This is an optimization exercise on Yosys and OpenROAD, whose aim is small area and a short achievable clock period, not a production implementation.
RTL that was checked went through simulation tests only; none was proved equivalent to the original.
Power is estimated from default activity; no workload was simulated.

==> module fcb_rdmux, before the edit <==
module fcb_rdmux (
    input  wire [2:0]   bus_address,
    input  wire         bus_stb,
    input  wire         bus_we,
    input  wire [3:0]  ctrl,
    input  wire [3:0]  data_word,
    input  wire [3:0]  length,
    input  wire [3:0]  expected,
    input  wire [3:0]  status,
    input  wire [3:0]  rdbk_word,
    output logic [3:0] rd_data
);
    wire       rd_en = bus_stb & ~bus_we;
    wire [7:0] rsel  = rd_en ? (8'd1 << bus_address) : 8'd0;
    assign rd_data = ({4{rsel[0]}} & ctrl) | ({4{rsel[1]}} & data_word) |
                     ({4{rsel[2]}} & length) | ({4{rsel[3]}} & expected) |
                     ({4{rsel[4]}} & status) | ({4{rsel[5]}} & rdbk_word);
endmodule
export LEC_CHECK = 0
export CAP_MARGIN = 20
export CORE_MARGIN = 2
export CORE_UTILIZATION = 70
export PLACE_DENSITY = 0.85
export SETUP_SLACK_MARGIN = 3.8
export SLEW_MARGIN = 20
export SYNTH_HIERARCHICAL = 1
export SYNTH_MINIMUM_KEEP_SIZE = 0
create_clock -name core_clock -period 8.0 [get_ports {clk}]
standard.sh (not shown) runs the stock make flow with config.mk's settings and CLKGATE_MAP_FILE= SYNTH_SCRIPT=/design/flow/synth_recipe.tcl, a recipe that flattens the netlist after the stock synthesis.
==> flow/flow/run.sh <==
#!/bin/bash
# The standard layout (standard.sh), with two changes:
#  - port buffers are buf_1 cells (buffer_ports -buffer_cell)
#  - clock tree synthesis inserts no dummy loads
# Each tool's output is kept in this folder: standard.log (make) and the
# ORFS logs under orfs/logs/.
export BUFFER_PORTS_ARGS="-buffer_cell sky130_fd_sc_hd__buf_1"
export CTS_ARGS="-sink_clustering_enable -repair_clock_nets -sink_clustering_size 24 -sink_clustering_max_diameter 60 -buf_list sky130_fd_sc_hd__clkbuf_16 -dont_use_dummy_load"
bash standard.sh > standard.log 2>&1
The first run ran to the end with no violations.
Then changed:
--- a/flow/design.v
+++ b/flow/design.v
@@ -43,15 +43,21 @@
     input  wire [3:0]  expected,
     input  wire [3:0]  status,
     input  wire [3:0]  rdbk_word,
     output logic [3:0] rd_data
 );
-    wire       rd_en = bus_stb & ~bus_we;
-    wire [7:0] rsel  = rd_en ? (8'd1 << bus_address) : 8'd0;
-    assign rd_data = ({4{rsel[0]}} & ctrl) | ({4{rsel[1]}} & data_word) |
-                     ({4{rsel[2]}} & length) | ({4{rsel[3]}} & expected) |
-                     ({4{rsel[4]}} & status) | ({4{rsel[5]}} & rdbk_word);
+    logic [3:0] rd_lo, rd_hi;
+    always_comb begin
+        case (bus_address[1:0])
+            2'd0:    rd_lo = ctrl;
+            2'd1:    rd_lo = data_word;
+            2'd2:    rd_lo = length;
+            default: rd_lo = expected;
+        endcase
+        rd_hi   = bus_address[1] ? 4'd0 : (bus_address[0] ? rdbk_word : status);
+        rd_data = (bus_stb & ~bus_we) ? (bus_address[2] ? rd_hi : rd_lo) : 4'd0;
+    end
 endmodule
 `default_nettype wire
 `timescale 1ns/1ps
 `default_nettype none
 module fcb_top (
Result: Maximum frequency decreases by a few percent. Via count is higher slightly. Non-clock buffer count went down by 3. Hold slack barely changes. Total power is lower slightly. Final area rose slightly. Clock skew came out lower by 0.0055 ns. Sequential share of layout area came out lower by 0.16 points. Synthesized area hardly moves. First-iteration DRC count grows by roughly a tenth. Clock power rose by a few percent. Register-to-register slack improves by 0.03 ns.
Only the layout flow was run in the second run of this note; the RTL was not checked for function there.

========
## cedar
The RTL this note starts from:
==> flow/design.v <==
`default_nettype none
package fcb_pkg;
    typedef struct packed {
        logic [2:0]  address;
        logic [31:0] data;
        logic [3:0]  select;
        logic        stb;
        logic        we;
        logic        cyc;
    } wb_req_t;
    typedef struct packed {
        logic [29:0] reserved;
        logic        readback_en;
        logic        program_en;    
    } fcb_ctrl_t;
    typedef union packed {
        logic [31:0] raw;
        fcb_ctrl_t   fields;
    } fcb_ctrl_u;
    typedef struct packed {
        logic [26:0] reserved;
        logic        overrun;
        logic        checksum_mismatch;
        logic        checksum_match;
        logic        bitstream_done;
        logic        word_done;     
    } fcb_status_t;
    typedef struct packed {
        logic cfg_bit;
        logic shift;
    } chain_t;
endpackage
`default_nettype wire
`timescale 1ns/1ps
`default_nettype none
module fcb_rdmux (
    input  wire [2:0]   bus_address,
    input  wire         bus_stb,
    input  wire         bus_we,
    input  wire [31:0]  ctrl,
    input  wire [31:0]  data_word,
    input  wire [31:0]  length,
    input  wire [31:0]  expected,
    input  wire [31:0]  status,
    input  wire [31:0]  rdbk_word,
    output logic [31:0] rd_data
);
    wire       rd_en = bus_stb & ~bus_we;
    wire [7:0] rsel  = rd_en ? (8'd1 << bus_address) : 8'd0;
    assign rd_data = ({32{rsel[0]}} & ctrl) | ({32{rsel[1]}} & data_word) |
                     ({32{rsel[2]}} & length) | ({32{rsel[3]}} & expected) |
                     ({32{rsel[4]}} & status) | ({32{rsel[5]}} & rdbk_word);
endmodule
`default_nettype wire
`timescale 1ns/1ps
`default_nettype none
module fcb_top (
    input  wire                                       clk,
    input  wire                                       reset,
    input  wire [2:0]                                 bus_address,
    input  wire [31:0]                                bus_data,
    input  wire [3:0]                                 bus_select,
    input  wire                                       bus_stb,
    input  wire                                       bus_we,
    input  wire                                       bus_cyc,
    output logic [31:0]                               rd_data,
    output logic [8*32-1:0]  config_bits,
    output logic                                      global_reset
);
    localparam int NB = 8*32;
    localparam logic [1:0] S_IDLE = 2'd0, S_SHIFT = 2'd1, S_DONE = 2'd2;
    logic [31:0] ctrl, data_word, length, expected, rdbk_word;
    logic        prog_q, rb_q, data_wr;
    logic        st_word_done, st_done, st_match, st_mismatch, st_overrun;
    logic        word_done_p, done_p, overrun_p, match_p, mismatch_p;
    wire wr_en     = bus_stb & bus_we & bus_cyc;
    wire prog_rise = ctrl[0] & ~prog_q;
    wire rb_rise   = ctrl[1] & ~rb_q;
    function automatic logic [31:0] merge_bytes(input logic [31:0] old_val,
                                                input logic [31:0] new_val,
                                                input logic [3:0]  sel);
        logic [31:0] res;
        for (int i = 0; i < 4; i++)
            res[8*i +: 8] = sel[i] ? new_val[8*i +: 8] : old_val[8*i +: 8];
        merge_bytes = res;
    endfunction
    always_ff @(posedge clk or negedge reset) begin
        if (!reset) begin
            ctrl      <= '0;
            data_word <= '0;
            length    <= '0;
            expected  <= '0;
            data_wr   <= 1'b0;
            prog_q    <= 1'b0;
            rb_q      <= 1'b0;
            st_word_done <= 1'b0;
            st_done      <= 1'b0;
            st_match     <= 1'b0;
            st_mismatch  <= 1'b0;
            st_overrun   <= 1'b0;
        end else begin
            prog_q  <= ctrl[0];
            rb_q    <= ctrl[1];
            data_wr <= wr_en && (bus_address == 3'd1);
            if (wr_en && (bus_address == 3'd0)) ctrl      <= merge_bytes(ctrl, bus_data, bus_select);
            if (wr_en && (bus_address == 3'd1)) data_word <= merge_bytes(data_word, bus_data, bus_select);
            if (wr_en && (bus_address == 3'd2))  length    <= merge_bytes(length, bus_data, bus_select);
            if (wr_en && (bus_address == 3'd3))  expected  <= merge_bytes(expected, bus_data, bus_select);
            st_word_done <= word_done_p | (st_word_done & ~(prog_rise | data_wr));
            st_done      <= done_p      | (st_done      & ~prog_rise);
            st_match     <= match_p     | (st_match     & ~(prog_rise | rb_rise));
            st_mismatch  <= mismatch_p  | (st_mismatch  & ~(prog_rise | rb_rise));
            st_overrun   <= overrun_p   | (st_overrun   & ~prog_rise);
        end
    end
    fcb_rdmux i_rdmux (
        .bus_address (bus_address),
        .bus_stb     (bus_stb),
        .bus_we      (bus_we),
        .ctrl        (ctrl),
        .data_word   (data_word),
        .length      (length),
        .expected    (expected),
        .status      ({27'd0, st_overrun, st_mismatch, st_match, st_done, st_word_done}),
        .rdbk_word   (rdbk_word),
        .rd_data     (rd_data)
    );
    assign global_reset = st_done;
    logic [1:0]  state;
    logic [31:0] tc1;
    logic [31:1] shift_word;
    logic        load;
    logic        running;
    logic        head_bit, head_shift;
    logic [NB-1:0] chain;
    wire st_idle   = (state == S_IDLE);
    wire st_shift  = (state == S_SHIFT);
    wire st_dn     = (state == S_DONE);
    wire start     = data_wr & ctrl[0] & st_idle;
    wire shift_now = start | st_shift;
    wire last_bit  = (tc1 == length);
    wire word_end  = (tc1[4:0] == 5'd0);
    assign load = done_p;
    always_ff @(posedge clk or negedge reset) begin
        if (!reset) begin
            state       <= S_IDLE;
            word_done_p <= 1'b0;
            done_p      <= 1'b0;
            overrun_p   <= 1'b0;
        end else begin
            word_done_p <= shift_now & (word_end | last_bit);
            done_p      <= shift_now & last_bit;
            overrun_p   <= data_wr & st_shift;
            case (state)
                S_IDLE:  if (!prog_rise && start) state <= last_bit ? S_DONE : S_SHIFT;
                S_SHIFT: if (last_bit) state <= S_DONE;
                         else if (word_end) state <= S_IDLE;
                S_DONE:  if (prog_rise) state <= S_IDLE;
                default: state <= S_IDLE;
            endcase
        end
    end
    always_ff @(posedge clk) begin
        if (prog_rise && !st_shift)
            tc1 <= 32'd1;
        else if (shift_now)
            tc1 <= tc1 + 32'd1;
        shift_word <= st_idle ? data_word[30:0] : {shift_word[30:1], 1'b0};
    end
    assign head_bit   = st_dn ? chain[NB-1] : (st_idle ? data_word[31] : shift_word[31]);
    assign head_shift = st_dn ? running : shift_now;
    always_ff @(posedge clk or negedge reset) begin
        if (!reset)
            chain <= '0;
        else if (head_shift)
            chain <= {chain[NB-2:0], head_bit};
    end
    always_ff @(posedge clk or negedge reset) begin
        if (!reset)
            config_bits <= '0;
        else if (load)
            config_bits <= chain;
    end
    logic [31:0] cnt1;
    logic        byte_vld, pf, fresh;
    logic [2:0]  fin;
    logic [7:0]  bacc;
    logic [15:0] sum_a, sum_bp;
    logic [7:0]  bval;
    wire tail     = chain[NB-1];
    wire rb_start = ctrl[1] & ~rb_q & st_done & ~running & (length != 32'd0);
    wire last     = (cnt1 == length);
    wire [2:0] bit_idx = cnt1[2:0] - 3'd1;
    always_comb begin
        for (int j = 0; j < 8; j++) begin
            if (bit_idx == 3'(7 - j))
                bval[j] = tail;
            else if (bit_idx > 3'(7 - j))
                bval[j] = bacc[j];
            else
                bval[j] = 1'b0;
        end
    end
    logic [16:0] a_s, a_t, b_s, b_t;
    logic [15:0] a_mod, b_mod, b_true;
    always_comb begin
        a_s   = {1'b0, sum_a} + {9'd0, bacc};
        a_t   = a_s - 17'(65521);
        a_mod = a_t[16] ? a_s[15:0] : a_t[15:0];
        b_s   = {1'b0, sum_bp} + {1'b0, sum_a};
        b_t   = b_s - 17'(65521);
        b_mod = b_t[16] ? b_s[15:0] : b_t[15:0];
        b_true = pf ? b_mod : sum_bp;
    end
    always_ff @(posedge clk or negedge reset) begin
        if (!reset) begin
            running    <= 1'b0;
            byte_vld   <= 1'b0;
            fin        <= '0;
            match_p    <= 1'b0;
            mismatch_p <= 1'b0;
            rdbk_word  <= '0;
            pf         <= 1'b0;
            fresh      <= 1'b1;
        end else begin
            if (running)
                rdbk_word <= {rdbk_word[30:0], tail};
            byte_vld <= running & ((bit_idx == 3'd7) | last);
            fin      <= {fin[1:0], running & last};
            if (rb_start)
                running <= 1'b1;
            else if (running & last)
                running <= 1'b0;
            pf <= byte_vld;
            if (byte_vld)
                fresh <= 1'b0;
            else if (rb_start)
                fresh <= 1'b1;
            match_p    <= fin[2] & ({sum_bp, sum_a} == expected);
            mismatch_p <= fin[2] & ({sum_bp, sum_a} != expected);
        end
    end
    always_ff @(posedge clk) begin
        if (rb_start)
            cnt1 <= 32'd1;
        else if (running)
            cnt1 <= cnt1 + 32'd1;
        if (running)
            bacc <= bval;
        if (byte_vld)
            sum_a <= fresh ? {8'd0, bacc} + 16'd1 : a_mod;
        if (byte_vld && fresh)
            sum_bp <= '0;
        else if (pf)
            sum_bp <= b_mod;
    end
endmodule
`default_nettype wire
export LEC_CHECK = 0
export CAP_MARGIN = 20
export CORE_MARGIN = 2
export CORE_UTILIZATION = 70
export PLACE_DENSITY = 0.85
export SETUP_SLACK_MARGIN = 3.8
export SLEW_MARGIN = 20
export SYNTH_HIERARCHICAL = 1
export SYNTH_MINIMUM_KEEP_SIZE = 0
create_clock -name core_clock -period 8.0 [get_ports {clk}]
Scripts as last shown in full above: flow/flow/run.sh
Edits applied to the flow inputs when going from cedar to ember:
--- a/flow/design.v
+++ b/flow/design.v
@@ -37,19 +37,19 @@
     input  wire [2:0]   bus_address,
     input  wire         bus_stb,
     input  wire         bus_we,
-    input  wire [31:0]  ctrl,
-    input  wire [31:0]  data_word,
-    input  wire [31:0]  length,
-    input  wire [31:0]  expected,
-    input  wire [31:0]  status,
-    input  wire [31:0]  rdbk_word,
-    output logic [31:0] rd_data
+    input  wire [7:0]  ctrl,
+    input  wire [7:0]  data_word,
+    input  wire [7:0]  length,
+    input  wire [7:0]  expected,
+    input  wire [7:0]  status,
+    input  wire [7:0]  rdbk_word,
+    output logic [7:0] rd_data
 );
     wire       rd_en = bus_stb & ~bus_we;
     wire [7:0] rsel  = rd_en ? (8'd1 << bus_address) : 8'd0;
-    assign rd_data = ({32{rsel[0]}} & ctrl) | ({32{rsel[1]}} & data_word) |
-                     ({32{rsel[2]}} & length) | ({32{rsel[3]}} & expected) |
-                     ({32{rsel[4]}} & status) | ({32{rsel[5]}} & rdbk_word);
+    assign rd_data = ({8{rsel[0]}} & ctrl) | ({8{rsel[1]}} & data_word) |
+                     ({8{rsel[2]}} & length) | ({8{rsel[3]}} & expected) |
+                     ({8{rsel[4]}} & status) | ({8{rsel[5]}} & rdbk_word);
 endmodule
 `default_nettype wire
 `timescale 1ns/1ps
@@ -113,18 +113,21 @@
             st_overrun   <= overrun_p   | (st_overrun   & ~prog_rise);
         end
     end
-    fcb_rdmux i_rdmux (
-        .bus_address (bus_address),
-        .bus_stb     (bus_stb),
-        .bus_we      (bus_we),
-        .ctrl        (ctrl),
-        .data_word   (data_word),
-        .length      (length),
-        .expected    (expected),
-        .status      ({27'd0, st_overrun, st_mismatch, st_match, st_done, st_word_done}),
-        .rdbk_word   (rdbk_word),
-        .rd_data     (rd_data)
-    );
+    wire [31:0] status_w = {27'd0, st_overrun, st_mismatch, st_match, st_done, st_word_done};
+    for (genvar g = 0; g < 4; g++) begin : g_rd
+        fcb_rdmux i_rdmux (
+            .bus_address (bus_address),
+            .bus_stb     (bus_stb),
+            .bus_we      (bus_we),
+            .ctrl        (ctrl[8*g +: 8]),
+            .data_word   (data_word[8*g +: 8]),
+            .length      (length[8*g +: 8]),
+            .expected    (expected[8*g +: 8]),
+            .status      (status_w[8*g +: 8]),
+            .rdbk_word   (rdbk_word[8*g +: 8]),
+            .rd_data     (rd_data[8*g +: 8])
+        );
+    end
     assign global_reset = st_done;
     logic [1:0]  state;
     logic [31:0] tc1;
@@ -201,15 +204,17 @@
                 bval[j] = 1'b0;
         end
     end
-    logic [16:0] a_s, a_t, b_s, b_t;
+    logic [16:0] a_s, a_t, b_s, b_u, cs_s, cs_c;
     logic [15:0] a_mod, b_mod, b_true;
     always_comb begin
         a_s   = {1'b0, sum_a} + {9'd0, bacc};
         a_t   = a_s - 17'(65521);
         a_mod = a_t[16] ? a_s[15:0] : a_t[15:0];
         b_s   = {1'b0, sum_bp} + {1'b0, sum_a};
-        b_t   = b_s - 17'(65521);
-        b_mod = b_t[16] ? b_s[15:0] : b_t[15:0];
+        cs_s  = {1'b0, sum_bp ^ sum_a ^ 16'd15};
+        cs_c  = {(sum_bp & sum_a) | ((sum_bp | sum_a) & 16'd15), 1'b0};
+        b_u   = cs_s + cs_c;
+        b_mod = b_u[16] ? b_u[15:0] : b_s[15:0];
         b_true = pf ? b_mod : sum_bp;
     end
     always_ff @(posedge clk or negedge reset) begin
Relative to cedar, the fraction of met3 tracks used by global routing of ember is lower by 2.2 points. Per the comparison of ember with cedar, fmax rose by about 4%; first-pass GRT wire length fell by about 8%; fraction of power consumed by the clock network fell by 1.0 points; overall power rose by 110 µW; overall die area stayed essentially flat. ember gives more post-route worst setup slack than cedar did. [compare] base=cedar new=ember: synthesized area roughly the same; routed via count divided by cell count lower; via count lower; shortest period the worst path allows lower. A launching instance or port of the critical path of bus_address[2] is what ember shows, while bus_address[1] belongs to cedar.
The RTL of cedar was laid out without a check of its function.

[static timing again, ports no longer ideal]
The flow's constraints put no driver on any port. The routed layouts listed below were extracted and timed again, unchanged, in two steps. Step 1 (the two cells are an assumption about what drives the block):
set clk [get_ports {clk}]
set_driving_cell -lib_cell sky130_fd_sc_hd__clkbuf_16 $clk
set_driving_cell -lib_cell sky130_fd_sc_hd__buf_2 [delete_from_list [all_inputs] $clk]
Step 2 moves the port delays by t, midway between the first and last clock arrival at a register: inputs arrive t later, outputs are due t later. That takes back most of the time a late clock gives input paths. a / b / c = ideal ports / drivers / drivers and shift; a / b = the first two.
| run | t (ns) | slack for setup (ns) | worst hold slack (ns) | worst data-port slew with drivers (ns) | cell pins on the clock port's net |
|---|---|---|---|---|---|
| the first run of note 1 | 0.655 | 3.734 / 3.434 / 3.434 | 0.357 / 0.357 / 0.357 | 0.29 | 1 |
| the second run of note 1 | 0.661 | 3.505 / 3.441 / 3.441 | 0.354 / 0.354 / 0.354 | 0.09 | 1 |
| cedar | 0.659 | 3.591 / 3.524 / 3.524 | 0.354 / 0.354 / 0.354 | 0.12 | 1 |
| ember | 0.652 | 3.768 / 3.682 / 3.682 | 0.401 / 0.401 / 0.401 | 0.17 | 1 |
After both steps setup and hold are still met in every run listed. The setup slack of the first run of note 1, which loses most, moves by -0.300 ns with the drivers and by -0.300 ns with both steps.
